Context: an optimization exercise on an open-source flow, tuned for small area, a short achievable clock period and few clock cycles per item. The choices shown serve that exercise and are no tape-out recipe.
Function was checked by simulation only, so behaviour that the tests miss may differ from the original.

[flow/design.v]
`timescale 1ns/1ps
module invSbox
(
    input  logic [7:0] inByte,
    input  logic [7:0] keyByte,
    output logic [7:0] outByte
);
    logic [3:0] ah, al, s, d, lam;
    logic [8:0] p, q, r, fdi;
    assign ah = inByte[7:4];
    assign al = inByte[3:0];
    assign s  = ah ^ al;
    assign p[0] = ah[3] & al[3];
    assign p[1] = ah[2] & al[2];
    assign p[2] = (ah[3] ^ ah[2]) & (al[3] ^ al[2]);
    assign p[3] = ah[1] & al[1];
    assign p[4] = ah[0] & al[0];
    assign p[5] = (ah[1] ^ ah[0]) & (al[1] ^ al[0]);
    assign p[6] = (ah[3] ^ ah[1]) & (al[3] ^ al[1]);
    assign p[7] = (ah[2] ^ ah[0]) & (al[2] ^ al[0]);
    assign p[8] = ((ah[3] ^ ah[2]) ^ (ah[1] ^ ah[0])) & ((al[3] ^ al[2]) ^ (al[1] ^ al[0]));
    logic x8, x9, x10, x11, x12, x13, x14, x15, x16;
    assign x8 = inByte[1] ^ inByte[2];
    assign x9 = inByte[4] ^ inByte[6];
    assign x10 = x8 ^ x9;
    assign x11 = inByte[3] ^ inByte[5];
    assign x12 = inByte[0] ^ x10;
    assign x13 = inByte[7] ^ x11;
    assign x14 = x10 ^ x13;
    assign x15 = inByte[2] ^ x11;
    assign x16 = inByte[3] ^ inByte[4];
    assign lam[0] = x12;
    assign lam[1] = x14;
    assign lam[2] = x15;
    assign lam[3] = x16;
    logic y13, y14, y15, y16, y17, y18, y19, y20, y21, y22, y23, y24, y25, y26;
    assign y13 = p[0] ^ p[4];
    assign y14 = p[4] ^ p[7];
    assign y15 = p[2] ^ p[3];
    assign y16 = lam[0] ^ y13;
    assign y17 = y15 ^ y16;
    assign y18 = p[1] ^ p[5];
    assign y19 = lam[1] ^ y13;
    assign y20 = y18 ^ y19;
    assign y21 = p[3] ^ p[6];
    assign y22 = lam[2] ^ y14;
    assign y23 = y21 ^ y22;
    assign y24 = p[5] ^ p[8];
    assign y25 = lam[3] ^ y14;
    assign y26 = y24 ^ y25;
    assign d[0] = y17;
    assign d[1] = y20;
    assign d[2] = y23;
    assign d[3] = y26;
    always_comb
    begin
        case (d)
            4'd0: fdi = 9'b000000000;
            4'd1: fdi = 9'b110110000;
            4'd2: fdi = 9'b011011000;
            4'd3: fdi = 9'b101101000;
            4'd4: fdi = 9'b000101101;
            4'd5: fdi = 9'b101000101;
            4'd6: fdi = 9'b110101011;
            4'd7: fdi = 9'b101110011;
            4'd8: fdi = 9'b000110110;
            4'd9: fdi = 9'b110011101;
            4'd10: fdi = 9'b110000110;
            4'd11: fdi = 9'b011110101;
            4'd12: fdi = 9'b000011011;
            4'd13: fdi = 9'b101011110;
            4'd14: fdi = 9'b011101110;
            4'd15: fdi = 9'b011000011;
            default: fdi = 9'b0;
        endcase
    end
    assign q[0] = ah[3] & fdi[0];
    assign r[0] = s[3] & fdi[0];
    assign q[1] = ah[2] & fdi[1];
    assign r[1] = s[2] & fdi[1];
    assign q[2] = (ah[3] ^ ah[2]) & fdi[2];
    assign r[2] = (s[3] ^ s[2]) & fdi[2];
    assign q[3] = ah[1] & fdi[3];
    assign r[3] = s[1] & fdi[3];
    assign q[4] = ah[0] & fdi[4];
    assign r[4] = s[0] & fdi[4];
    assign q[5] = (ah[1] ^ ah[0]) & fdi[5];
    assign r[5] = (s[1] ^ s[0]) & fdi[5];
    assign q[6] = (ah[3] ^ ah[1]) & fdi[6];
    assign r[6] = (s[3] ^ s[1]) & fdi[6];
    assign q[7] = (ah[2] ^ ah[0]) & fdi[7];
    assign r[7] = (s[2] ^ s[0]) & fdi[7];
    assign q[8] = ((ah[3] ^ ah[2]) ^ (ah[1] ^ ah[0])) & fdi[8];
    assign r[8] = ((s[3] ^ s[2]) ^ (s[1] ^ s[0])) & fdi[8];
    logic z26, z27, z28, z29, z30, z31, z32, z33, z34, z35, z36, z37, z38, z39, z40, z41, z42, z43, z44, z45, z46, z47, z48, z49, z50, z51, z52, z53, z54, z55, z56, z57, z58, z59, z60, z61, z62, z63, z64, z65, z66, z67;
    assign z26 = q[0] ^ q[1];
    assign z27 = r[1] ^ z26;
    assign z28 = r[0] ^ r[5];
    assign z29 = r[3] ^ r[6];
    assign z30 = q[7] ^ q[8];
    assign z31 = z27 ^ z30;
    assign z32 = q[2] ^ q[3];
    assign z33 = r[7] ^ z28;
    assign z34 = q[5] ^ r[4];
    assign z35 = r[8] ^ z29;
    assign z36 = r[2] ^ r[6];
    assign z37 = r[8] ^ keyByte[0];
    assign z38 = z36 ^ z37;
    assign z39 = z38 ^ z31;
    assign z40 = q[0] ^ q[4];
    assign z41 = keyByte[1] ^ z32;
    assign z42 = z40 ^ z41;
    assign z43 = keyByte[2] ^ z29;
    assign z44 = z33 ^ z43;
    assign z45 = z31 ^ z44;
    assign z46 = r[1] ^ keyByte[3];
    assign z47 = z29 ^ z46;
    assign z48 = z33 ^ z47;
    assign z49 = q[3] ^ q[6];
    assign z50 = q[7] ^ r[0];
    assign z51 = keyByte[4] ^ z34;
    assign z52 = z49 ^ z50;
    assign z53 = z27 ^ z35;
    assign z54 = z51 ^ z52;
    assign z55 = z53 ^ z54;
    assign z56 = r[4] ^ keyByte[5];
    assign z57 = z28 ^ z56;
    assign z58 = z57 ^ z31;
    assign z59 = q[1] ^ q[5];
    assign z60 = r[5] ^ keyByte[6];
    assign z61 = z32 ^ z59;
    assign z62 = z60 ^ z35;
    assign z63 = z61 ^ z62;
    assign z64 = q[4] ^ keyByte[7];
    assign z65 = z28 ^ z34;
    assign z66 = z64 ^ z27;
    assign z67 = z65 ^ z66;
    assign outByte[0] = z39;
    assign outByte[1] = z42;
    assign outByte[2] = z45;
    assign outByte[3] = z48;
    assign outByte[4] = z55;
    assign outByte[5] = z58;
    assign outByte[6] = z63;
    assign outByte[7] = z67;
endmodule
`timescale 1ns/1ps
module invMixColumns
(
    input  logic [31:0] inCol,
    input  logic        flip,
    output logic [31:0] outCol
);
    logic l32, l33, l34, l35, l36, l37, l38, l39, l40, l41, l42, l43, l44, l45, l46, l47, l48, l49, l50, l51, l52, l53, l54, l55, l56, l57, l58, l59, l60, l61, l62, l63, l64, l65, l66, l67, l68, l69, l70, l71, l72, l73, l74, l75, l76, l77, l78, l79, l80, l81, l82, l83, l84, l85, l86, l87, l88, l89, l90, l91, l92, l93, l94, l95, l96, l97, l98, l99, l100, l101, l102, l103, l104, l105, l106, l107, l108, l109, l110, l111, l112, l113, l114, l115, l116, l117, l118, l119, l120, l121, l122, l123, l124, l125, l126, l127, l128, l129, l130, l131, l132, l133, l134, l135, l136, l137, l138, l139, l140, l141, l142, l143, l144, l145, l146, l147, l148, l149, l150, l151, l152, l153, l154, l155, l156, l157, l158, l159, l160, l161, l162, l163, l164, l165, l166, l167, l168, l169, l170, l171, l172, l173, l174, l175, l176, l177, l178, l179, l180, l181, l182, l183, l184, l185, l186, l187, l188, l189, l190, l191, l192, l193, l194, l195, l196, l197, l198, l199, l200, l201, l202, l203, l204, l205, l206, l207, l208, l209, l210, l211, l212, l213, l214, l215, l216, l217, l218, l219, l220, l221, l222, l223, l224, l225, l226, l227, l228, l229, l230, l231, l232, l233, l234, l235, l236, l237, l238, l239, l240, l241, l242, l243, l244, l245, l246, l247, l248, l249, l250, l251, l252, l253, l254, l255, l256, l257, l258, l259, l260;
    assign l32 = inCol[2] ^ inCol[10];
    assign l33 = inCol[18] ^ inCol[26];
    assign l34 = inCol[9] ^ inCol[25];
    assign l35 = inCol[13] ^ inCol[21];
    assign l36 = inCol[1] ^ inCol[17];
    assign l37 = inCol[5] ^ inCol[29];
    assign l38 = inCol[7] ^ inCol[15];
    assign l39 = inCol[23] ^ inCol[31];
    assign l40 = inCol[3] ^ inCol[19];
    assign l41 = inCol[14] ^ inCol[30];
    assign l42 = inCol[6] ^ inCol[22];
    assign l43 = inCol[11] ^ inCol[27];
    assign l44 = l32 ^ l38;
    assign l45 = l33 ^ l39;
    assign l46 = inCol[4] ^ inCol[16];
    assign l47 = inCol[8] ^ inCol[28];
    assign l48 = l35 ^ l37;
    assign l49 = inCol[0] ^ inCol[20];
    assign l50 = inCol[12] ^ inCol[24];
    assign l51 = l34 ^ l40;
    assign l52 = l36 ^ l43;
    assign l53 = l33 ^ l42;
    assign l54 = l44 ^ l45;
    assign l55 = inCol[10] ^ inCol[16];
    assign l56 = inCol[26] ^ l41;
    assign l57 = inCol[2] ^ l49;
    assign l58 = l34 ^ l36;
    assign l59 = inCol[18] ^ l46;
    assign l60 = inCol[0] ^ l47;
    assign l61 = inCol[15] ^ inCol[23];
    assign l62 = inCol[0] ^ inCol[2];
    assign l63 = l38 ^ l52;
    assign l64 = inCol[28] ^ l50;
    assign l65 = inCol[8] ^ l37;
    assign l66 = inCol[11] ^ l42;
    assign l67 = inCol[24] ^ l35;
    assign l68 = inCol[7] ^ inCol[31];
    assign l69 = inCol[10] ^ inCol[19];
    assign l70 = l33 ^ l40;
    assign l71 = inCol[17] ^ l51;
    assign l72 = inCol[29] ^ l60;
    assign l73 = l48 ^ l53;
    assign l74 = inCol[3] ^ inCol[20];
    assign l75 = inCol[12] ^ inCol[25];
    assign l76 = inCol[27] ^ l44;
    assign l77 = l48 ^ l74;
    assign l78 = inCol[3] ^ inCol[22];
    assign l79 = inCol[5] ^ l55;
    assign l80 = l56 ^ l58;
    assign l81 = inCol[26] ^ l39;
    assign l82 = inCol[9] ^ l64;
    assign l83 = inCol[13] ^ inCol[14];
    assign l84 = l32 ^ l43;
    assign l85 = l46 ^ l50;
    assign l86 = l53 ^ l84;
    assign l87 = inCol[21] ^ l52;
    assign l88 = l34 ^ l41;
    assign l89 = l45 ^ l48;
    assign l90 = inCol[1] ^ l59;
    assign l91 = l32 ^ l66;
    assign l92 = inCol[16] ^ inCol[18];
    assign l93 = inCol[19] ^ l57;
    assign l94 = l32 ^ l40;
    assign l95 = l49 ^ l50;
    assign l96 = l41 ^ l69;
    assign l97 = inCol[6] ^ inCol[20];
    assign l98 = inCol[21] ^ inCol[27];
    assign l99 = l47 ^ l49;
    assign l100 = inCol[5] ^ inCol[24];
    assign l101 = l41 ^ l46;
    assign l102 = l47 ^ l100;
    assign l103 = l44 ^ l70;
    assign l104 = l101 ^ l102;
    assign l105 = l103 ^ l104;
    assign l106 = l35 ^ l46;
    assign l107 = l106 ^ l54;
    assign l108 = l71 ^ l72;
    assign l109 = l107 ^ l108;
    assign l110 = inCol[9] ^ inCol[24];
    assign l111 = l36 ^ l55;
    assign l112 = l61 ^ l110;
    assign l113 = l111 ^ l112;
    assign l114 = l73 ^ l113;
    assign l115 = l47 ^ l75;
    assign l116 = l56 ^ l115;
    assign l117 = l76 ^ l77;
    assign l118 = l116 ^ l117;
    assign l119 = inCol[4] ^ l36;
    assign l120 = l37 ^ l78;
    assign l121 = l56 ^ l57;
    assign l122 = l119 ^ l120;
    assign l123 = l121 ^ l122;
    assign l124 = inCol[8] ^ inCol[11];
    assign l125 = l35 ^ l50;
    assign l126 = l78 ^ l124;
    assign l127 = l79 ^ l125;
    assign l128 = l126 ^ l80;
    assign l129 = l127 ^ l128;
    assign l130 = inCol[19] ^ l62;
    assign l131 = l81 ^ l130;
    assign l132 = l63 ^ l131;
    assign l133 = inCol[23] ^ l83;
    assign l134 = l70 ^ l79;
    assign l135 = l133 ^ l63;
    assign l136 = l82 ^ l134;
    assign l137 = l135 ^ l136;
    assign l138 = inCol[0] ^ inCol[13];
    assign l139 = l61 ^ l138;
    assign l140 = l85 ^ l139;
    assign l141 = l86 ^ l140;
    assign l142 = inCol[25] ^ l65;
    assign l143 = l85 ^ l54;
    assign l144 = l87 ^ l142;
    assign l145 = l143 ^ l144;
    assign l146 = inCol[17] ^ inCol[24];
    assign l147 = l62 ^ l146;
    assign l148 = l88 ^ l147;
    assign l149 = l89 ^ l148;
    assign l150 = inCol[28] ^ l61;
    assign l151 = l150 ^ l77;
    assign l152 = l90 ^ l91;
    assign l153 = l151 ^ l152;
    assign l154 = inCol[5] ^ inCol[12];
    assign l155 = inCol[13] ^ inCol[30];
    assign l156 = l34 ^ l47;
    assign l157 = l154 ^ l155;
    assign l158 = l156 ^ l157;
    assign l159 = l91 ^ l158;
    assign l160 = inCol[29] ^ inCol[30];
    assign l161 = l92 ^ l160;
    assign l162 = l58 ^ l66;
    assign l163 = l67 ^ l161;
    assign l164 = l93 ^ l162;
    assign l165 = l163 ^ l164;
    assign l166 = inCol[8] ^ l39;
    assign l167 = l51 ^ l166;
    assign l168 = l76 ^ l167;
    assign l169 = inCol[4] ^ inCol[15];
    assign l170 = inCol[22] ^ l43;
    assign l171 = l169 ^ l45;
    assign l172 = l57 ^ l67;
    assign l173 = l170 ^ l71;
    assign l174 = l171 ^ l172;
    assign l175 = l173 ^ l174;
    assign l176 = inCol[8] ^ inCol[21];
    assign l177 = l41 ^ l176;
    assign l178 = l45 ^ l94;
    assign l179 = l95 ^ l177;
    assign l180 = l178 ^ l179;
    assign l181 = inCol[1] ^ inCol[13];
    assign l182 = inCol[16] ^ l37;
    assign l183 = l181 ^ l51;
    assign l184 = l95 ^ l182;
    assign l185 = l54 ^ l183;
    assign l186 = l184 ^ l185;
    assign l187 = inCol[0] ^ inCol[8];
    assign l188 = inCol[25] ^ inCol[26];
    assign l189 = l32 ^ l36;
    assign l190 = l42 ^ l68;
    assign l191 = l187 ^ l188;
    assign l192 = l48 ^ l189;
    assign l193 = l190 ^ l191;
    assign l194 = l192 ^ l193;
    assign l195 = inCol[4] ^ inCol[11];
    assign l196 = l195 ^ l96;
    assign l197 = l82 ^ l89;
    assign l198 = l196 ^ l197;
    assign l199 = l35 ^ l36;
    assign l200 = l97 ^ l59;
    assign l201 = l96 ^ l199;
    assign l202 = l200 ^ l201;
    assign l203 = inCol[6] ^ inCol[24];
    assign l204 = l37 ^ l69;
    assign l205 = l98 ^ l203;
    assign l206 = l60 ^ l204;
    assign l207 = l205 ^ l80;
    assign l208 = l206 ^ l207;
    assign l209 = inCol[3] ^ inCol[18];
    assign l210 = l39 ^ l55;
    assign l211 = l209 ^ l210;
    assign l212 = l63 ^ l211;
    assign l213 = inCol[7] ^ inCol[30];
    assign l214 = l75 ^ l213;
    assign l215 = l81 ^ l94;
    assign l216 = l214 ^ l72;
    assign l217 = l87 ^ l215;
    assign l218 = l216 ^ l217;
    assign l219 = inCol[16] ^ inCol[29];
    assign l220 = l68 ^ l219;
    assign l221 = l99 ^ l220;
    assign l222 = l86 ^ l221;
    assign l223 = inCol[5] ^ inCol[9];
    assign l224 = l223 ^ l52;
    assign l225 = l67 ^ l99;
    assign l226 = l54 ^ l224;
    assign l227 = l225 ^ l226;
    assign l228 = inCol[1] ^ inCol[8];
    assign l229 = l92 ^ l228;
    assign l230 = l44 ^ l48;
    assign l231 = l88 ^ l229;
    assign l232 = l230 ^ l231;
    assign l233 = inCol[4] ^ inCol[12];
    assign l234 = inCol[17] ^ inCol[27];
    assign l235 = l68 ^ l233;
    assign l236 = l234 ^ l235;
    assign l237 = l73 ^ l93;
    assign l238 = l236 ^ l237;
    assign l239 = inCol[14] ^ inCol[29];
    assign l240 = l34 ^ l98;
    assign l241 = l239 ^ l53;
    assign l242 = l64 ^ l240;
    assign l243 = l241 ^ l242;
    assign l244 = inCol[3] ^ inCol[27];
    assign l245 = l42 ^ l62;
    assign l246 = l83 ^ l244;
    assign l247 = l58 ^ l59;
    assign l248 = l65 ^ l245;
    assign l249 = l246 ^ l247;
    assign l250 = l248 ^ l249;
    assign l251 = inCol[11] ^ inCol[24];
    assign l252 = l38 ^ l251;
    assign l253 = l45 ^ l51;
    assign l254 = l252 ^ l253;
    assign l255 = inCol[31] ^ l43;
    assign l256 = l97 ^ l44;
    assign l257 = l51 ^ l65;
    assign l258 = l255 ^ l90;
    assign l259 = l256 ^ l257;
    assign l260 = l258 ^ l259;
    assign outCol[0] = l105;
    assign outCol[1] = ~(l109 ^ flip);
    assign outCol[2] = ~(l114);
    assign outCol[3] = l118;
    assign outCol[4] = l123 ^ flip;
    assign outCol[5] = ~(l129);
    assign outCol[6] = ~(l132);
    assign outCol[7] = l137;
    assign outCol[8] = l141;
    assign outCol[9] = ~(l145 ^ flip);
    assign outCol[10] = ~(l149);
    assign outCol[11] = l153;
    assign outCol[12] = l159 ^ flip;
    assign outCol[13] = ~(l165);
    assign outCol[14] = ~(l168);
    assign outCol[15] = l175;
    assign outCol[16] = l180;
    assign outCol[17] = ~(l186 ^ flip);
    assign outCol[18] = ~(l194);
    assign outCol[19] = l198;
    assign outCol[20] = l202 ^ flip;
    assign outCol[21] = ~(l208);
    assign outCol[22] = ~(l212);
    assign outCol[23] = l218;
    assign outCol[24] = l222;
    assign outCol[25] = ~(l227 ^ flip);
    assign outCol[26] = ~(l232);
    assign outCol[27] = l238;
    assign outCol[28] = l243 ^ flip;
    assign outCol[29] = ~(l250);
    assign outCol[30] = ~(l254);
    assign outCol[31] = l260;
endmodule
module mixColumns
(
    input  logic [31:0] inCol,
    output logic [31:0] outCol
);
    logic m32, m33, m34, m35, m36, m37, m38, m39, m40, m41, m42, m43, m44, m45, m46, m47, m48, m49, m50, m51, m52, m53, m54, m55, m56, m57, m58, m59, m60, m61, m62, m63, m64, m65, m66, m67, m68, m69, m70, m71, m72, m73, m74, m75, m76, m77, m78, m79, m80, m81, m82, m83, m84, m85, m86, m87, m88, m89, m90, m91, m92, m93, m94, m95, m96, m97, m98, m99, m100, m101, m102, m103, m104, m105, m106, m107, m108, m109, m110, m111, m112, m113, m114, m115, m116, m117, m118, m119, m120, m121, m122, m123, m124, m125, m126, m127, m128, m129, m130, m131, m132, m133, m134, m135, m136, m137, m138, m139;
    assign m32 = inCol[7] ^ inCol[31];
    assign m33 = inCol[15] ^ inCol[23];
    assign m34 = inCol[7] ^ inCol[15];
    assign m35 = inCol[23] ^ inCol[31];
    assign m36 = inCol[8] ^ inCol[16];
    assign m37 = inCol[0] ^ inCol[24];
    assign m38 = inCol[9] ^ inCol[17];
    assign m39 = inCol[1] ^ inCol[25];
    assign m40 = inCol[10] ^ inCol[18];
    assign m41 = inCol[2] ^ inCol[26];
    assign m42 = inCol[11] ^ inCol[19];
    assign m43 = inCol[3] ^ inCol[27];
    assign m44 = inCol[12] ^ inCol[20];
    assign m45 = inCol[4] ^ inCol[28];
    assign m46 = inCol[13] ^ inCol[21];
    assign m47 = inCol[5] ^ inCol[29];
    assign m48 = inCol[14] ^ inCol[22];
    assign m49 = inCol[6] ^ inCol[30];
    assign m50 = inCol[24] ^ m32;
    assign m51 = m36 ^ m50;
    assign m52 = inCol[25] ^ m32;
    assign m53 = m37 ^ m38;
    assign m54 = m52 ^ m53;
    assign m55 = inCol[26] ^ m39;
    assign m56 = m40 ^ m55;
    assign m57 = inCol[27] ^ m32;
    assign m58 = m41 ^ m42;
    assign m59 = m57 ^ m58;
    assign m60 = inCol[28] ^ m32;
    assign m61 = m43 ^ m44;
    assign m62 = m60 ^ m61;
    assign m63 = inCol[29] ^ m45;
    assign m64 = m46 ^ m63;
    assign m65 = inCol[30] ^ m47;
    assign m66 = m48 ^ m65;
    assign m67 = inCol[31] ^ m33;
    assign m68 = m49 ^ m67;
    assign m69 = inCol[16] ^ m34;
    assign m70 = m37 ^ m69;
    assign m71 = inCol[0] ^ inCol[8];
    assign m72 = inCol[17] ^ m34;
    assign m73 = m39 ^ m71;
    assign m74 = m72 ^ m73;
    assign m75 = inCol[1] ^ inCol[9];
    assign m76 = inCol[18] ^ m41;
    assign m77 = m75 ^ m76;
    assign m78 = inCol[2] ^ inCol[10];
    assign m79 = inCol[19] ^ m34;
    assign m80 = m43 ^ m78;
    assign m81 = m79 ^ m80;
    assign m82 = inCol[3] ^ inCol[11];
    assign m83 = inCol[20] ^ m34;
    assign m84 = m45 ^ m82;
    assign m85 = m83 ^ m84;
    assign m86 = inCol[4] ^ inCol[12];
    assign m87 = inCol[21] ^ m47;
    assign m88 = m86 ^ m87;
    assign m89 = inCol[5] ^ inCol[13];
    assign m90 = inCol[22] ^ m49;
    assign m91 = m89 ^ m90;
    assign m92 = inCol[6] ^ inCol[14];
    assign m93 = inCol[23] ^ m32;
    assign m94 = m92 ^ m93;
    assign m95 = inCol[8] ^ m33;
    assign m96 = m37 ^ m95;
    assign m97 = inCol[9] ^ m33;
    assign m98 = m36 ^ m39;
    assign m99 = m97 ^ m98;
    assign m100 = inCol[10] ^ m38;
    assign m101 = m41 ^ m100;
    assign m102 = inCol[11] ^ m33;
    assign m103 = m40 ^ m43;
    assign m104 = m102 ^ m103;
    assign m105 = inCol[12] ^ m33;
    assign m106 = m42 ^ m45;
    assign m107 = m105 ^ m106;
    assign m108 = inCol[13] ^ m44;
    assign m109 = m47 ^ m108;
    assign m110 = inCol[14] ^ m46;
    assign m111 = m49 ^ m110;
    assign m112 = inCol[15] ^ m32;
    assign m113 = m48 ^ m112;
    assign m114 = inCol[0] ^ m35;
    assign m115 = m36 ^ m114;
    assign m116 = inCol[1] ^ inCol[16];
    assign m117 = inCol[24] ^ m35;
    assign m118 = m38 ^ m116;
    assign m119 = m117 ^ m118;
    assign m120 = inCol[2] ^ inCol[17];
    assign m121 = inCol[25] ^ m40;
    assign m122 = m120 ^ m121;
    assign m123 = inCol[3] ^ inCol[18];
    assign m124 = inCol[26] ^ m35;
    assign m125 = m42 ^ m123;
    assign m126 = m124 ^ m125;
    assign m127 = inCol[4] ^ inCol[19];
    assign m128 = inCol[27] ^ m35;
    assign m129 = m44 ^ m127;
    assign m130 = m128 ^ m129;
    assign m131 = inCol[5] ^ inCol[20];
    assign m132 = inCol[28] ^ m46;
    assign m133 = m131 ^ m132;
    assign m134 = inCol[6] ^ inCol[21];
    assign m135 = inCol[29] ^ m48;
    assign m136 = m134 ^ m135;
    assign m137 = inCol[7] ^ inCol[22];
    assign m138 = inCol[30] ^ m33;
    assign m139 = m137 ^ m138;
    assign outCol[0] = m51;
    assign outCol[1] = m54;
    assign outCol[2] = m56;
    assign outCol[3] = m59;
    assign outCol[4] = m62;
    assign outCol[5] = m64;
    assign outCol[6] = m66;
    assign outCol[7] = m68;
    assign outCol[8] = m70;
    assign outCol[9] = m74;
    assign outCol[10] = m77;
    assign outCol[11] = m81;
    assign outCol[12] = m85;
    assign outCol[13] = m88;
    assign outCol[14] = m91;
    assign outCol[15] = m94;
    assign outCol[16] = m96;
    assign outCol[17] = m99;
    assign outCol[18] = m101;
    assign outCol[19] = m104;
    assign outCol[20] = m107;
    assign outCol[21] = m109;
    assign outCol[22] = m111;
    assign outCol[23] = m113;
    assign outCol[24] = m115;
    assign outCol[25] = m119;
    assign outCol[26] = m122;
    assign outCol[27] = m126;
    assign outCol[28] = m130;
    assign outCol[29] = m133;
    assign outCol[30] = m136;
    assign outCol[31] = m139;
endmodule
`timescale 1ns/1ps
module invRoundDatapath
(
    input  logic [128-1:0] roundState,
    input  logic [128-1:0] roundKey,
    input  logic  stateFlip,
    output logic [128-1:0] nextState
);
    logic [128-1:0] mixed;
    for (genvar c = 0; c < 4; c++)
    begin : genMixCol
        invMixColumns invMixColumns_i
        (
            .inCol  (roundState[127-32*c -: 32]),
            .flip   (stateFlip),
            .outCol (mixed[127-32*c -: 32])
        );
    end
    for (genvar c = 0; c < 4; c++)
    begin : genSboxCol
        for (genvar r = 0; r < 4; r++)
        begin : genSboxRow
            invSbox invSbox_i
            (
                .inByte  (mixed[127-32*((c+4-r)%4)-8*r -: 8]),
                .keyByte (roundKey[127-32*c-8*r -: 8]),
                .outByte (nextState[127-32*c-8*r -: 8])
            );
        end
    end
endmodule
`timescale 1ns/1ps
module roundKeyStore
(
    input  logic     clk,
    input  logic     busy,
    input  logic     busyN,
    input  logic [1408-1:0]   expandedKey,
    output logic [128-1:0]    roundKey
);
    logic [128-1:0] keySlot [0:10-1];
    function automatic logic [128-1:0] keyOf(input logic [1408-1:0] sched, input int r);
        keyOf = {sched[32*(4*r) +: 32], sched[32*(4*r+1) +: 32],
                 sched[32*(4*r+2) +: 32], sched[32*(4*r+3) +: 32]};
    endfunction
    always_ff @(posedge clk)
    begin
        for (int i = 0; i < 10-1; i++)
            keySlot[i] <= ~(({128{busyN}} | keySlot[i+1]) &
                            ({128{busy}} | keyOf(expandedKey, 10-1-i)));
        keySlot[10-1] <= keyOf(expandedKey, 0);
    end
    assign roundKey = keySlot[0];
endmodule
`timescale 1ns/1ps
module aesDecryptCtrl
(
    input  logic     clk,
    input  logic     rstN,
    input  logic     inValid,
    input  logic [128-1:0]    cipherText,
    input  logic [128-1:0]    whitenKey,
    input  logic [128-1:0]    nextState,
    output logic     busy,
    output logic     busyN,
    output logic [128-1:0]    roundState,
    output logic     stateFlip,
    output logic     outValid
);
    logic [3:0] roundsLeft;
    logic       finalRound;
    logic [128-1:0] whitened;
    logic [128-1:0] whitenedMixed;
    assign finalRound = (roundsLeft == 4'd0);
    assign stateFlip  = roundsLeft[0];
    always_ff @(posedge clk)
    begin
        if (!rstN)
        begin
            busy     <= 1'b0;
            busyN    <= 1'b1;
            outValid <= 1'b0;
        end
        else
        begin
            outValid <= busy && finalRound;
            if (!busy)
            begin
                busy  <= inValid;
                busyN <= !inValid;
            end
            else if (finalRound)
            begin
                busy  <= 1'b0;
                busyN <= 1'b1;
            end
        end
    end
    always_ff @(posedge clk)
    begin
        if (!busy)
            roundsLeft <= 4'(10 - 1);
        else
            roundsLeft <= roundsLeft - 4'd1;
    end
    assign whitened = cipherText ^ whitenKey;
    for (genvar c = 0; c < 4; c++)
    begin : genWhitenCol
        mixColumns mixColumns_i
        (
            .inCol  (whitened[127-32*c -: 32]),
            .outCol (whitenedMixed[127-32*c -: 32])
        );
    end
    always_ff @(posedge clk)
        roundState <= ~(({128{busyN}} | nextState) &
                        ({128{busy}} | whitenedMixed));
endmodule
`timescale 1ns/1ps
module aesDecryptTop
(
    input  logic   clk,
    input  logic   rstN,
    input  logic   inValid,
    input  logic [128-1:0]  cipherText,
    input  logic [1408-1:0] expandedKey,
    output logic   outValid,
    output logic [128-1:0]  plainText
);
    logic     busy;
    logic     busyN;
    logic     stateFlip;
    logic [128-1:0]    roundKey;
    logic [128-1:0]    roundState;
    logic [128-1:0]    nextState;
    aesDecryptCtrl aesDecryptCtrl_i
    (
        .clk        (clk),
        .rstN       (rstN),
        .inValid    (inValid),
        .cipherText (cipherText),
        .whitenKey  ({expandedKey[32*40 +: 32], expandedKey[32*41 +: 32],
                      expandedKey[32*42 +: 32], expandedKey[32*43 +: 32]}),
        .nextState  (nextState),
        .busy       (busy),
        .busyN      (busyN),
        .roundState (roundState),
        .stateFlip  (stateFlip),
        .outValid   (outValid)
    );
    roundKeyStore roundKeyStore_i
    (
        .clk         (clk),
        .busy        (busy),
        .busyN       (busyN),
        .expandedKey (expandedKey),
        .roundKey    (roundKey)
    );
    invRoundDatapath invRoundDatapath_i
    (
        .roundState (roundState),
        .roundKey   (roundKey),
        .stateFlip  (stateFlip),
        .nextState  (nextState)
    );
    assign plainText = roundState;
endmodule
[flow/flow/map.abc]
&get -n; &st; &dch; &nf -R 1000; &put
[flow/constraint.sdc]
create_clock -name core_clock -period 21.0 [get_ports {clk}]
set_input_delay 4.2000 -clock core_clock [delete_from_list [all_inputs] [get_ports {clk}]]
set_output_delay 4.2000 -clock core_clock [all_outputs]
set_load 0.01 [all_outputs]
[flow/flow/run.sh]
#!/bin/bash
# The standard layout (standard.sh), with:
#  - synthesis by synth_recipe.tcl, but ABC mapping with an area-oriented script
#    (abc -script replaced; flip-flops are mapped before ABC, so unchanged);
#  - buf_1 port buffers, pins one track apart;
#  - timing repair aiming below the 21 ns period (SETUP_SLACK_MARGIN);
#  - a clock tree of clkbuf_16 without dummy loads;
#  - if the routed layout has antenna violations, placement and routing are
#    redone once or twice with a slightly different placement density.
# Each run of standard.sh logs to standard_flow_N.log; ORFS keeps each step's
# log under orfs/logs/.
set -uo pipefail
W=$PWD
MARGIN="15.3"
CTSBUF="sky130_fd_sc_hd__clkbuf_16"
CTSEXTRA="-sink_clustering_size 20 -sink_clustering_max_diameter 100"
DENSITY="0.60"
EXTRA=""
cp flow/map.abc $W/map.abc
cat > $W/my_synth.tcl <<EOT
proc abc {args} {
  set i [lsearch -exact \$args -script]
  if {\$i >= 0} { lset args [expr {\$i+1}] $W/map.abc }
  yosys abc {*}\$args
}
source $W/synth_recipe.tcl
EOT
run_flow() {
  bash standard.sh \
    SYNTH_SCRIPT=$W/my_synth.tcl \
    BUFFER_PORTS_ARGS="-buffer_cell sky130_fd_sc_hd__buf_1" \
    PLACE_PINS_ARGS="-min_distance 1 -min_distance_in_tracks" \
    SETUP_SLACK_MARGIN=$MARGIN \
    CTS_ARGS="-sink_clustering_enable -repair_clock_nets -dont_use_dummy_load -buf_list {$CTSBUF} $CTSEXTRA" \
    $EXTRA "$@"
}
antennas() {
  local odb=$W/orfs/results/sky130hd/aesDecryptTop/base/6_final.odb
  [[ -f $odb ]] || { echo 1; return; }
  printf 'read_db %s\nputs "ANTENNAS [check_antennas]"\n' "$odb" > $W/antennas.tcl
  openroad -no_init -exit $W/antennas.tcl > $W/antennas_check.log 2>&1
  grep -o 'ANTENNAS [0-9]*' $W/antennas_check.log | awk '{print $2}' | tail -1
}
run_flow PLACE_DENSITY=$DENSITY finish > standard_flow_0.log 2>&1
for try in 1 2; do
  n=$(antennas)
  echo "antenna check after try $((try-1)): ${n:-unknown}" >> flow_retries.log
  [[ "$n" == "0" ]] && break
  bash standard.sh clean_place clean_cts clean_route clean_finish > standard_clean_$try.log 2>&1
  d=$(python3 -c "print(f'{$DENSITY + 0.01*$try:.2f}')")
  run_flow PLACE_DENSITY=$d finish > standard_flow_$try.log 2>&1
done
[flow/standard.sh]
#!/bin/bash
# synth_recipe.tcl (not shown) runs the flow's synth.tcl, then flattens the netlist and writes it again
# the make line also repeats each setting of config.mk as NAME=value (left out here)
make -C /OpenROAD-flow-scripts/flow DESIGN_CONFIG=/design/flow/config.mk WORK_HOME=/design/flow/orfs CLKGATE_MAP_FILE= SYNTH_SCRIPT=/design/flow/synth_recipe.tcl "${@:-finish}"
[flow/config.mk]
export PLATFORM = sky130hd
export DESIGN_NAME = aesDecryptTop
export DESIGN_NICKNAME = aesDecryptTop
export VERILOG_FILES = /design/flow/design.v
export SDC_FILE = /design/flow/constraint.sdc
export NUM_CORES = 8
export LEC_CHECK = 0
export CAP_MARGIN = 20
export CORE_AREA = 4 4 376 376
export DIE_AREA = 0 0 380 380
export SLEW_MARGIN = 20
==> results of run 1 <==
final timing paths:
| check | from | to | slack, ps |
|---|---|---|---|
| max | aesDecryptCtrl_i.roundState[105] | plainText[105] | 15250 |
| max reg2reg | aesDecryptCtrl_i.roundState[50] | aesDecryptCtrl_i.roundState[58] | 15530 |
| min reg2reg | roundKeyStore_i.keySlot[8][79] | roundKeyStore_i.keySlot[7][79] | 390 |
| min | roundKeyStore_i.keySlot[8][79] | roundKeyStore_i.keySlot[7][79] | 390 |
kinds of logic after synthesis:
group                    share of synthesized area, %
flip-flops                                       42.1
XOR/XNOR                                         35.8
AO/OA/AOI/OAI                                    14.2
adder cells (fa/ha/maj)                          3.01
AND/OR/NAND/NOR                                  4.01
buffers and inverters                           0.753
multiplexers                                    0.203
cell type report:
cell class                 instances  share of cell area, %
tap                             1794                   2.68
multi-input combinational       5090                   50.5
timing repair buffer            1867                   9.43
sequential                      1415                   34.2
clock buffer                      84                   2.51
inverter                         135                  0.606
antenna                           56                  0.168
through the flow:
| step | std cells |
|---|---|
| final | 10400 |
| after global routing | 10400 |
| after CTS | 10300 |
| after detailed placement | 10100 |
| after global placement | 10100 |
| after floorplan | 6640 |
layout by cell type (no fill, tap or decap), types with 36 or more instances in the layout:
master and n:
buf_2 39, o21ai_0 92, nand2_1 285, buf_1 1621
nor2_1 207, clkbuf_16 84, buf_4 196, xnor2_1 1777
xnor2_4 42, dfxtp_2 86, nand2b_1 41, a21oi_1 62
diode_2 56, dfxtp_4 36, xnor2_2 216, xor2_2 64
xor2_1 607, o22ai_1 1282, clkinv_1 126, xor2_4 42
ha_1 162, dfxtp_1 1293
sequential cells by signal, summed over array words and instances (netlist names):
name and cells:
roundKeyStore_i.keySlot 1280, aesDecryptCtrl_i.roundState 128, aesDecryptCtrl_i.roundsLeft 4, aesDecryptCtrl_i.busy 1
aesDecryptCtrl_i.busyN 1, aesDecryptCtrl_i.outValid 1
routing by layer:
layer | vias to the layer above | part of all wire [%] | GRT usage [%]
met2 | 2197 | 46 | 49.9
met1 | 26200 | 40 | 37.8
met5 | - | 0.14 | 0
met4 | 50 | 6.3 | 17.1
met3 | 678 | 7.9 | 8.68
li1 | 26900 | - | -
Yosys cell counts, types with 2 or more instances:
library cell	instances
nand2b_1	41
and2_0	19
clkinv_1	135
xor2_1	713
a22oi_1	12
ha_1	162
nor2_1	213
o22ai_1	1282
o211ai_1	7
a32oi_1	8
o21a_1	8
a2bb2oi_1	7
or3_1	3
a22o_1	9
a21o_1	7
mux2_1	3
a211oi_1	5
or2_0	14
nor3_1	13
xnor2_1	2035
a21oi_1	62
a31oi_1	12
o31ai_1	5
o311ai_0	2
nand3_1	9
nand2_1	286
nor2b_1	34
xnor3_1	2
mux2i_1	8
o21ai_0	93
a21boi_0	6
dfxtp_1	1415
o31a_1	2
what timing repair did:
| action | CTS | global route |
|---|---|---|
| gates resized for setup | 448 | 218 |
| pin swaps | 30 | 79 |
| endpoints found under the setup margin | 229 | 144 |
| hold endpoints to repair | 0 | 0 |
| buffers inserted | 38 | 123 |
==> summary.txt, run 1 <==
Run status
  • Status: complete, no violations

STA
  • Final Hold Fails: 0
  • Final setup vio count: 0
  • Setup_tns: 0 ps
  • Rel. slew slack: 27.8%
  • Fmax: 174 MHz
  • RSZ-0062 raised after global routing: yes
  • Least-Margin Pin Slew: 1080 ps
  • Hold WS: 392 ps
  • Final slew viol count: 0
  • Setup Skew: 88.1 ps
  • Tmin final: 5750 ps
  • Final worst setup slack: 15250 ps
  • Fin crit share: 27.4%

Setup path
  • Slowest CP cell: dfxtp_1
  • Critical-path cell list: buf_1
  • Reg2Reg Depth: 20
  • CP required: 16800 ps
  • WP data arrival: 1550 ps
  • Crit-path max FO: 5
  • Setup Crit Path Kind: reg2out
  • Delay-heaviest family, CP: flip-flops
  • CP max stage delay: 590 ps
  • Critical Path Stages: 1
  • Critical path buffers and inverters: 1
  • CP Capture Type: output port
  • CP Launch Type: flip-flop

Synthesis
  • Synth cell types: 41
  • Cells after Synth: 6640
  • Syn Nets: 8341
  • Largest cells by area after synthesis: dfxtp_1 (42%), xnor2_1 (26%), o22ai_1 (12%), xor2_1 (9.3%), ha_1 (3.0%)
  • Yosys warning count: 4
  • Post-synth ARST share: 0%
  • Synth Area per Inst: 10.1 µm²
  • Ys flop type: dfxtp_1
  • Largest area contributor in the netlist: dfxtp_1
  • Yosys top cell area share: 42.1%
  • FF+latch count, synth: 1415
  • Sequential fraction of the synthesis area: 42.1%
  • Syn Std Cell Area: 67300 µm²
  • Post-synth EDFFs: 0

Floorplanning
  • Die Width: 380 µm
  • Die Area: 144000 µm²
  • Placement row count: 136
  • Initial Utilization: 49.0%
  • Die Height: 380 µm
  • I/O pin count: 1668
  • Core Region: 137000 µm²

Clock tree
  • Hold buffer count at cts: 0
  • Clk Latency, worst-skew pair: 740 ps
  • Clock buffer depth: 3
  • CTS Sinks: 1415
  • Total CTS buffers: 84
  • CTS tree: built
  • CTS clk-pin slew, worst paths: 80 ps
  • Root Driver: clkbuf_16
  • Depth of the CTS H-tree: 3

Route
  • Antenna-violating nets left: 0
  • DRT iter0 DRCs: 3973
  • Drt first pass iters: 5
  • Total wire length: 239 mm
  • Drt via density: 5.37
  • Via count: 56000
  • Post-DR wirelength/cell: 22.9 µm
  • DRC errors left: 0

Global routing
  • GRT overflow: 0
  • Initial antenna violation count: 80
  • Largest net degree at the start of global routing: 215
  • Vias in the first global route: 55600
  • First-pass GRT wire length: 346 mm
  • All-layer global routing usage: 31.1%

Place
  • Post-DP HPWL: 189 mm
  • DP Area: 76200 µm²
  • Placer Congestion: 1.00
  • Port Buffers: 1667
  • Worst slack, placed: 13910 ps

Min path
  • Cells on Worst Hold Path: 1
  • Worst min path class: reg2reg

Finish
  • Layout cells sized above 1: 9.71%
  • Register Area: 28600 µm²
  • Filler cells: 12200
  • Final nets: 10300
  • Area of the multi-input gates: 42200 µm²
  • Post-route design area: 83700 µm²
  • Core Util, Final: 60.8%
  • Layout area overhead: 24.2%

Run
  • Maximum capacitance violations: 0
Testbench counts, summed over its fixed seeds: cycles 5,640, items 512.
==> run 2, diff against run 1 <==
--- a/flow/flow/run.sh
+++ b/flow/flow/run.sh
@@ -5,6 +5,8 @@
 #  - buf_1 port buffers, pins one track apart;
 #  - timing repair aiming below the 21 ns period (SETUP_SLACK_MARGIN);
 #  - a clock tree of clkbuf_16 without dummy loads;
+#  - larger port buffers on the timing-critical ports (flow/io_size.tcl, run
+#    after global placement);
 #  - if the routed layout has antenna violations, placement and routing are
 #    redone once or twice with a slightly different placement density.
 # Each run of standard.sh logs to standard_flow_N.log; ORFS keeps each step's
@@ -31,6 +33,7 @@
     BUFFER_PORTS_ARGS="-buffer_cell sky130_fd_sc_hd__buf_1" \
     PLACE_PINS_ARGS="-min_distance 1 -min_distance_in_tracks" \
     SETUP_SLACK_MARGIN=$MARGIN \
+    POST_GLOBAL_PLACE_TCL=$W/flow/io_size.tcl \
     CTS_ARGS="-sink_clustering_enable -repair_clock_nets -dont_use_dummy_load -buf_list {$CTSBUF} $CTSEXTRA" \
     $EXTRA "$@"
 }
==> flow/flow/io_size.tcl (new file) <==
# upsize the port buffers of the timing-critical ports: the plainText outputs
# and the cipherText / whitening-key inputs (other inputs drive one gate each).
proc my_port_buffers {pattern cell} {
  set n 0
  foreach bt [[ord::get_db_block] getBTerms] {
    if {![regexp $pattern [$bt getName]]} { continue }
    set net [$bt getNet]
    if {$net eq "NULL"} { continue }
    foreach it [$net getITerms] {
      set inst [$it getInst]
      set m [[$inst getMaster] getName]
      if {[string match "sky130_fd_sc_hd__buf_*" $m] && $m ne $cell} {
        replace_cell [get_cells [$inst getName]] $cell
        incr n
      }
    }
  }
  puts "resized $n port buffers matching $pattern to $cell"
}
my_port_buffers {^plainText} sky130_fd_sc_hd__buf_4
my_port_buffers {^cipherText} sky130_fd_sc_hd__buf_2
my_port_buffers {^expandedKey\[(12[89]\d|13\d\d|140[0-7])\]$} sky130_fd_sc_hd__buf_2
==> run 2 against run 1 <==
Effect of this change: still clean; register-to-register slack lost 50 ps; die area unchanged; worst hold slack hardly changed; first-iteration DRC count fell by 6.5%; sequential share of layout area down 0.44 points; highest routed layer unchanged.
==> summary.txt, run 2 <==
Floorplanning
  • Core Region: 137000 µm² (unchanged)
  • Die Width: 380 µm (unchanged)
  • Die Height: 380 µm (unchanged)
  • Placement row count: 136 (unchanged)
  • Initial Utilization: 49.0% (unchanged)
  • Die Area: 144000 µm² (unchanged)
  • I/O pin count: 1668 (unchanged)

Setup path
  • WP data arrival: 1500 ps (-50 ps)
  • CP max stage delay: 570 ps (-20 ps)
  • CP Launch Type: flip-flop
  • Origin of the critical flop-to-flop path: aesDecryptCtrl_i.roundState[50]
  • Delay-heaviest family, CP: flip-flops
  • Slowest CP cell: dfxtp_1
  • Critical path buffers and inverters: 1 (unchanged)
  • Critical Path Stages: 1 (unchanged)
  • Critical-path cell list: buf_4
  • CP required: 16800 ps (about the same)
  • Critical Path Start: aesDecryptCtrl_i.roundState[67]
  • Reg2Reg Depth: 21 (+5.0%)
  • Crit-path max FO: 6 (+1)
  • Setup Crit Path Kind: reg2out
  • CP Capture Type: output port

Clock tree
  • Root Driver: clkbuf_16
  • CTS clk-pin slew, worst paths: 80 ps (about the same)
  • Clock buffer depth: 3 (unchanged)
  • CTS Sinks: 1415 (unchanged)
  • Clk Latency, worst-skew pair: 730 ps (about the same)
  • CTS tree: built
  • Depth of the CTS H-tree: 3 (unchanged)
  • Total CTS buffers: 84 (unchanged)

Place
  • DP Area: 77000 µm² (+1.1%)
  • Port Buffers: 1667 (unchanged)
  • Cell total after placement: 10100 (unchanged)
  • Post-DP HPWL: 190 mm (+0.31%)

Synthesis
  • Yosys warning count: 4 (unchanged)
  • Synth cell types: 41 (unchanged)
  • Largest cells by area after synthesis: dfxtp_1 (42%), xnor2_1 (26%), o22ai_1 (12%), xor2_1 (9.3%), ha_1 (3.0%)
  • Cells after Synth: 6640 (unchanged)
  • Ys flop type: dfxtp_1
  • Post-synth ARST share: 0% (unchanged)
  • Syn Nets: 8341 (unchanged)
  • Yosys top cell area share: 42.1% (unchanged)
  • Syn Std Cell Area: 67300 µm² (unchanged)
  • FF+latch count, synth: 1415 (unchanged)
  • Count leader, synth: xnor2_1
  • Post-synth EDFFs: 0 (unchanged)
  • Synth Area per Inst: 10.1 µm² (unchanged)
  • Sequential fraction of the synthesis area: 42.1% (unchanged)
  • Largest area contributor in the netlist: dfxtp_1
  • Commonest cells in the netlist: xnor2_1 (2035), dfxtp_1 (1415), o22ai_1 (1282)

Finish
  • Number of flip-flops in the largest register: 1280 (unchanged)
  • Layout area overhead: 25.8%
  • Final nets: 10300 (+0.21%)
  • Final cell count without fillers: 10500 (+0.096%)
  • Post-route design area: 84700 µm² (+1.3%)
  • Most frequent cells in the layout: xnor2_1 (1772), dfxtp_1 (1297), buf_1 (1283), o22ai_1 (1282), xor2_1 (602)
  • Core Util, Final: 61.6% (+0.76 points)
  • Largest Register: roundKeyStore_i.keySlot
  • Biggest regs: roundKeyStore_i.keySlot x1280, aesDecryptCtrl_i.roundState x128, aesDecryptCtrl_i.roundsLeft x4
  • Register Area: 28600 µm² (about the same)
  • Most common cell after layout, fill and taps aside: xnor2_1
  • Layout cells sized above 1: 14.0% (+4.3 points)
  • Area of the multi-input gates: 42400 µm² (+0.43%)
  • Filler cells: 12100 (-0.16%)

Route
  • Total wire length: 241 mm (+0.56%)
  • Via count: 56000 (+0.027%)
  • Metal3 WL: 18.5 mm (-2.2%)
  • Antenna-violating nets left: 0 (unchanged)
  • DR top layer: met5
  • WL met2: 110 mm (+0.93%)
  • Drt first pass iters: 7 (+2)
  • WL met1: 97.0 mm (+1.0%)
  • DRC errors left: 0 (unchanged)
  • DRT iter0 DRCs: 3713 (-6.5%)
  • Drt via density: 5.36 (about the same)
  • Post-DR wirelength/cell: 23.0 µm (+0.47%)

Min path
  • Cells on Worst Hold Path: 1 (unchanged)
  • Min-Delay Startpoint: roundKeyStore_i.keySlot[6][122]
  • Worst min path class: reg2reg

STA
  • Setup Skew: 71.5 ps (-16.5 ps)
  • Least-Margin Pin Slew: 1080 ps (+0.517 ps)
  • Rel. slew slack: 27.8% (-0.035 points)
  • Final Hold Fails: 0 (unchanged)
  • RSZ-0062 raised after global routing: yes
  • Final slew viol count: 0 (unchanged)
  • Tmin final: 5700 ps (-52.7 ps)
  • Fin crit share: 27.1% (-0.25 points)
  • Setup_tns: 0 ps (unchanged)
  • Fmax: 175 MHz (+0.92%)
  • Final setup vio count: 0 (unchanged)

Run status
  • Status: complete, no violations

Global routing
  • Vias in the first global route: 55800 (+0.36%)
  • Initial antenna violation count: 73 (-8.8%)
  • First-pass GRT wire length: 346 mm (about the same)
  • All-layer global routing usage: 31.1% (about the same)
  • GRT overflow: 0 (unchanged)
  • Largest net degree at the start of global routing: 215 (unchanged)

Run
  • Maximum capacitance violations: 0 (unchanged)
[run 2: cell families after synthesis]
family / count (synthesis) / synth area share [%]
xor gates and xnor gates: 2750 / 35.8
and+or+nand+nor: 635 / 4.01
adders and majority gates: 162 / 3.01
buffers and inverters: 135 / 0.753
DFF: 1415 / 42.1
AOI/OAI and AO/OA: 1531 / 14.2
muxes: 12 / 0.203
[run 2: final cells by class]
class,instances,share of cell area [%]
Multi-Input combinational cell,5090,50.0
Sequential cell,1415,33.7
Timing Repair Buffer,1889,10.4
Tap cell,1794,2.65
Clock buffer,84,2.48
Inverter,135,0.598
Antenna cell,44,0.130
[run 2: per-stage QoR]
step	worst slack, ps	hold WS, ps
final	15300	392
after global routing	15200	398
after CTS	15210	379
after detailed placement	13830	405
after global placement	13670	400
after floorplan	13620	399
[run 2: path summary, 6_finish.rpt]
| check | slack, ps | to |
|---|---|---|
| worst max-delay path | 15300 | plainText[67] |
| worst min-delay path | 390 | roundKeyStore_i.keySlot[5][122] |
| worst max register to register | 15480 | aesDecryptCtrl_i.roundState[66] |
| worst min register to register | 390 | roundKeyStore_i.keySlot[5][122] |
[run 2: repair_timing]
| item | CTS | global route |
|---|---|---|
| hold buffers | 0 | 0 |
| buffers inserted | 29 | 154 |
| setup endpoints to repair | 185 | 149 |
| resized for setup | 375 | 261 |
| endpoints found under the hold margin | 0 | 0 |
| pin swaps | 24 | 89 |
[run 2: routing by layer]
metal | track usage (%) | up-vias
li1 | - | 26900
met1 | 38.1 | 26300
met2 | 50.0 | 2123
met3 | 8.39 | 646
met4 | 16.7 | 54
met5 | 0 | -
[run 2: worst reg2reg max path: stages (launching register included)]
cell and delay [ps]:
dfxtp_2 480, xor2_4 320, xor2_4 290, xnor2_1 160, xnor2_2 390, xor2_1 300, xnor2_2 220, clkinv_1 120
ha_1 230, xor2_1 180, xnor2_1 250, xnor2_2 150, buf_4 180, ha_1 310, nand2b_1 170, a31oi_1 290
nand2_1 200, xor2_2 360, xor2_2 250, xnor2_1 170, xnor2_1 180, o22ai_1 130

port drivers added, routing unchanged:
No port has a modelled driver above. Below, the same layouts with a new extraction and two added sets of constraints. Step 1 sets driving cells, clkbuf_16 on the clock port and buf_2 on the other inputs (assumed; they add their load-dependent delay and slew). Step 2, shift: input delay + t, output delay - t, t = (earliest + latest rising clock arrival at the registers) / 2. This alone moves slack from input paths to output paths. Three values: ideal ports, drivers, drivers and shift; two values: the first two.
| run | shift t [ns] | slack for setup (ns) | slew at the worst register clock pin (ns) | pins driven straight from the clock port |
|---|---|---|---|---|
| run 1 | 0.767 | 15.247 / 15.167 / 14.669 | 0.09 / 0.09 | 1 |
| run 2 | 0.773 | 15.300 / 15.217 / 14.608 | 0.09 / 0.09 | 1 |
After both steps every run listed still meets setup and hold. The setup slack of run 2, which loses most, moves by -0.083 ns with the drivers and by -0.692 ns with both steps.
